From an optimization exercise on the open Yosys and OpenROAD flow, aimed at small area and a short achievable clock period; shortcuts taken in it are not production practice.
In this exercise RTL edits were held to simulation tests only and were not proved equivalent to the original.
The clock port is modelled as an ideal driver, which makes a skipped or thinned clock tree look cheaper than it is; a real chip needs a root buffer or a tree.
Power and IR drop assume default switching activity.

## run 1
## pattern_top
module pattern_top (
	input  logic        clk_usb,
	input  logic        reset_i,
	input  logic [2:0]  ctl_i,
	input  logic [15:0] usb_data_i,
	input  logic        trigger_i,
	output logic [15:0] dout_o,
	output logic        dvalid_o,
	output logic        load_done_o
);
	logic        c_data_q, c_addr_q, c_pat_q;
	logic [15:0] word_q;
	always_ff @(posedge clk_usb) begin
		if (reset_i) begin
			c_data_q <= 1'b0;
			c_addr_q <= 1'b0;
			c_pat_q  <= 1'b0;
		end else begin
			c_data_q <= (ctl_i == 3'b010);
			c_addr_q <= (ctl_i == 3'b110);
			c_pat_q  <= (ctl_i == 3'b011);
		end
	end
	always_ff @(posedge clk_usb) word_q <= usb_data_i;
	logic [1:0] pend_lo_q;
	logic       pend_nz_q;
	logic       load_reset_q, load_enable_q;
	logic [1:0] last_q;
	always_ff @(posedge clk_usb) begin
		if (reset_i) begin
			pend_lo_q <= 2'd0;
			pend_nz_q <= 1'b0;
		end else if (c_data_q) begin
			pend_lo_q <= word_q[1:0];
			pend_nz_q <= |word_q;
		end
	end
	always_ff @(posedge clk_usb) begin
		if (reset_i) begin
			load_reset_q  <= 1'b0;
			load_enable_q <= 1'b0;
			last_q        <= 2'd0;
		end else if (c_addr_q) begin
			if (word_q == 16'd30) last_q        <= pend_lo_q;
			if (word_q == 16'd31) load_reset_q  <= pend_nz_q;
			if (word_q == 16'd32) load_enable_q <= pend_lo_q[0];
		end
	end
	logic [5:0]  pos_q;
	logic        done_q;        
	logic        done_n_q;      
	logic [15:0] wr_row_q;
	logic [3:0]  wr_pat_q;
	logic [15:0] wr_data_q;
	logic        accept;
	assign accept = c_pat_q && load_enable_q && !load_reset_q && done_n_q;
	always_ff @(posedge clk_usb) begin
		if (reset_i || load_reset_q) begin
			pos_q    <= 6'd0;
			done_q   <= 1'b0;
			done_n_q <= 1'b1;
			wr_row_q <= 16'd0;
		end else begin
			wr_row_q <= accept ? (16'd1 << pos_q[3:0]) : 16'd0;
			done_q <= !done_n_q;
			if (accept) begin
				pos_q <= pos_q + 6'd1;
				if (pos_q[3:0] == 4'd15) begin
					done_q   <= (pos_q[5:4] == last_q);
					done_n_q <= (pos_q[5:4] != last_q);
				end
			end
		end
	end
	always_ff @(posedge clk_usb) begin
		wr_pat_q  <= 4'd1 << pos_q[5:4];
		wr_data_q <= word_q;
	end
	logic [15:0] mem [64];
	always_ff @(posedge clk_usb) begin
		for (int k = 0; k < 64; k++)
  ...
For scale: ~2200 cells after synthesis.
Settings: LEC_CHECK=0, ABC_CLOCK_PERIOD_IN_PS=1700, CAP_MARGIN=20, CORE_MARGIN=2, CORE_UTILIZATION=55, CTS_CLUSTER_DIAMETER=100, CTS_CLUSTER_SIZE=25, SETUP_SLACK_MARGIN=2.36, SLEW_MARGIN=20; clock period 4.0 ns.
standard.sh (not shown) runs the stock make flow with config.mk's settings and CLKGATE_MAP_FILE= SYNTH_SCRIPT=/design/flow/synth_recipe.tcl, a recipe that flattens the netlist after the stock synthesis.
==> flow/flow/run.sh <==
#!/bin/bash
# The standard layout, except that the clock tree is built by
# flow/cts_hook.tcl: clock port -> 4 root inverters -> leaf inverters -> flops
# (two inversions, so every flop sees the clock's rising edge).
set -o pipefail
export PRE_CTS_TCL=$PWD/flow/cts_hook.tcl
export MYCTS_LEAVES=${MYCTS_LEAVES:-60}
export MYCTS_ROOTS=${MYCTS_ROOTS:-4}
export MYCTS_LEAF_CELL=${MYCTS_LEAF_CELL:-sky130_fd_sc_hd__clkinv_8}
export MYCTS_ROOT_CELL=${MYCTS_ROOT_CELL:-sky130_fd_sc_hd__clkinv_16}
bash standard.sh > standard_flow.log 2>&1
st=$?
cp orfs/logs/sky130hd/pattern_top/base/4_1_cts.log cts_step.log 2>/dev/null
exit $st
Other scripts of this flow, unchanged in this note and not shown: flow/flow/cts_hook.tcl, flow/flow/mytree.tcl
### run 1 -> run 2
--- a/flow/config.mk
+++ b/flow/config.mk
@@ -12,4 +12,4 @@
 export CTS_CLUSTER_DIAMETER = 100
 export CTS_CLUSTER_SIZE = 25
-export SETUP_SLACK_MARGIN = 2.36
+export SETUP_SLACK_MARGIN = 2.42
 export SLEW_MARGIN = 20
[summary]
Run 2: period utilization 1.4 points below run 1
Critical-path maximum fanout (run 2 over run 1): increase, 1
Run 1 ended up with nand4_1 as its library cell contributing the largest single delay on the critical path; run 2 ended up with dfxtp_4.
Delta (run 2 minus run 1): share of total power consumed by net switching has remained practically unchanged, clock power about even.
The higher violation count after the first detailed-routing iteration of run 2 and run 1 is in run 2.
Diff run 2..run 1 | clock power share | negligible
Going from run 1 to run 2, via count of the first global-routing pass grows by about 3%.
Status: total power parity (run 1, run 2)
Growth of design area from synthesis to finish in run 2 vs run 1: up 2.9 points
Changes in run 3 relative to run 2:
--- a/flow/config.mk
+++ b/flow/config.mk
@@ -12,4 +12,4 @@
 export CTS_CLUSTER_DIAMETER = 100
 export CTS_CLUSTER_SIZE = 25
-export SETUP_SLACK_MARGIN = 2.42
+export SETUP_SLACK_MARGIN = 2.4
 export SLEW_MARGIN = 20
Notes after the runs:
- Run 3 was carried through to the last stage, and its layout satisfied the timing, DRC and antenna checks.
- Run 2 ended with every stage complete and zero timing, DRC or antenna violations.
- Run 3 — static leakage 0.56% lower, run 2 as reference
- Area after synthesis: run 2 vs run 3 identical
- Taking run 2 as the reference, in run 3 final design area excluding fillers -0.40%; time the final worst path needs with I/O delays and setup fell 0.0078 ns.
- Side by side, via count turned out lower in run 3 than in run 2.
- Run 3 vs. run 2: number of buffers added for setup after CTS now sits lower; routed wire length decreased 0.92%.
- Re register share of the cell area: run 2 was lower than run 3.
In every run of this note, the design's own scripts or RTL, not TritonCTS, make the clock network.

-- what the ideal ports hide --
In the flow no input, the clock included, has a driving cell. The finished layouts below were timed again as built, in two steps. Step 1 (the two cells are an assumption about what drives the block):
set clk [get_ports {clk_usb}]
set_driving_cell -lib_cell sky130_fd_sc_hd__clkbuf_16 $clk
set_driving_cell -lib_cell sky130_fd_sc_hd__buf_2 [delete_from_list [all_inputs] $clk]
Step 2 times the ports against the registers' clock, not the clock port: input delays grow and output delays shrink by t, the midpoint of the rising clock arrivals with the driver on. Slacks: ideal / step 1 / step 2; pairs: ideal / step 1.
run	shift t [ns]	setup WS [ns]	worst setup path at the end
run 1	0.641	2.255 / 2.088 / 2.067	input to register
run 2	0.641	2.312 / 2.075 / 2.060	input to register
run 3	0.644	2.319 / 2.079 / 2.101	input to register
After both steps every run listed still meets setup and hold. For run 2, which loses most, drivers alone change the setup slack by -0.237 ns; drivers and shift together by -0.252 ns.
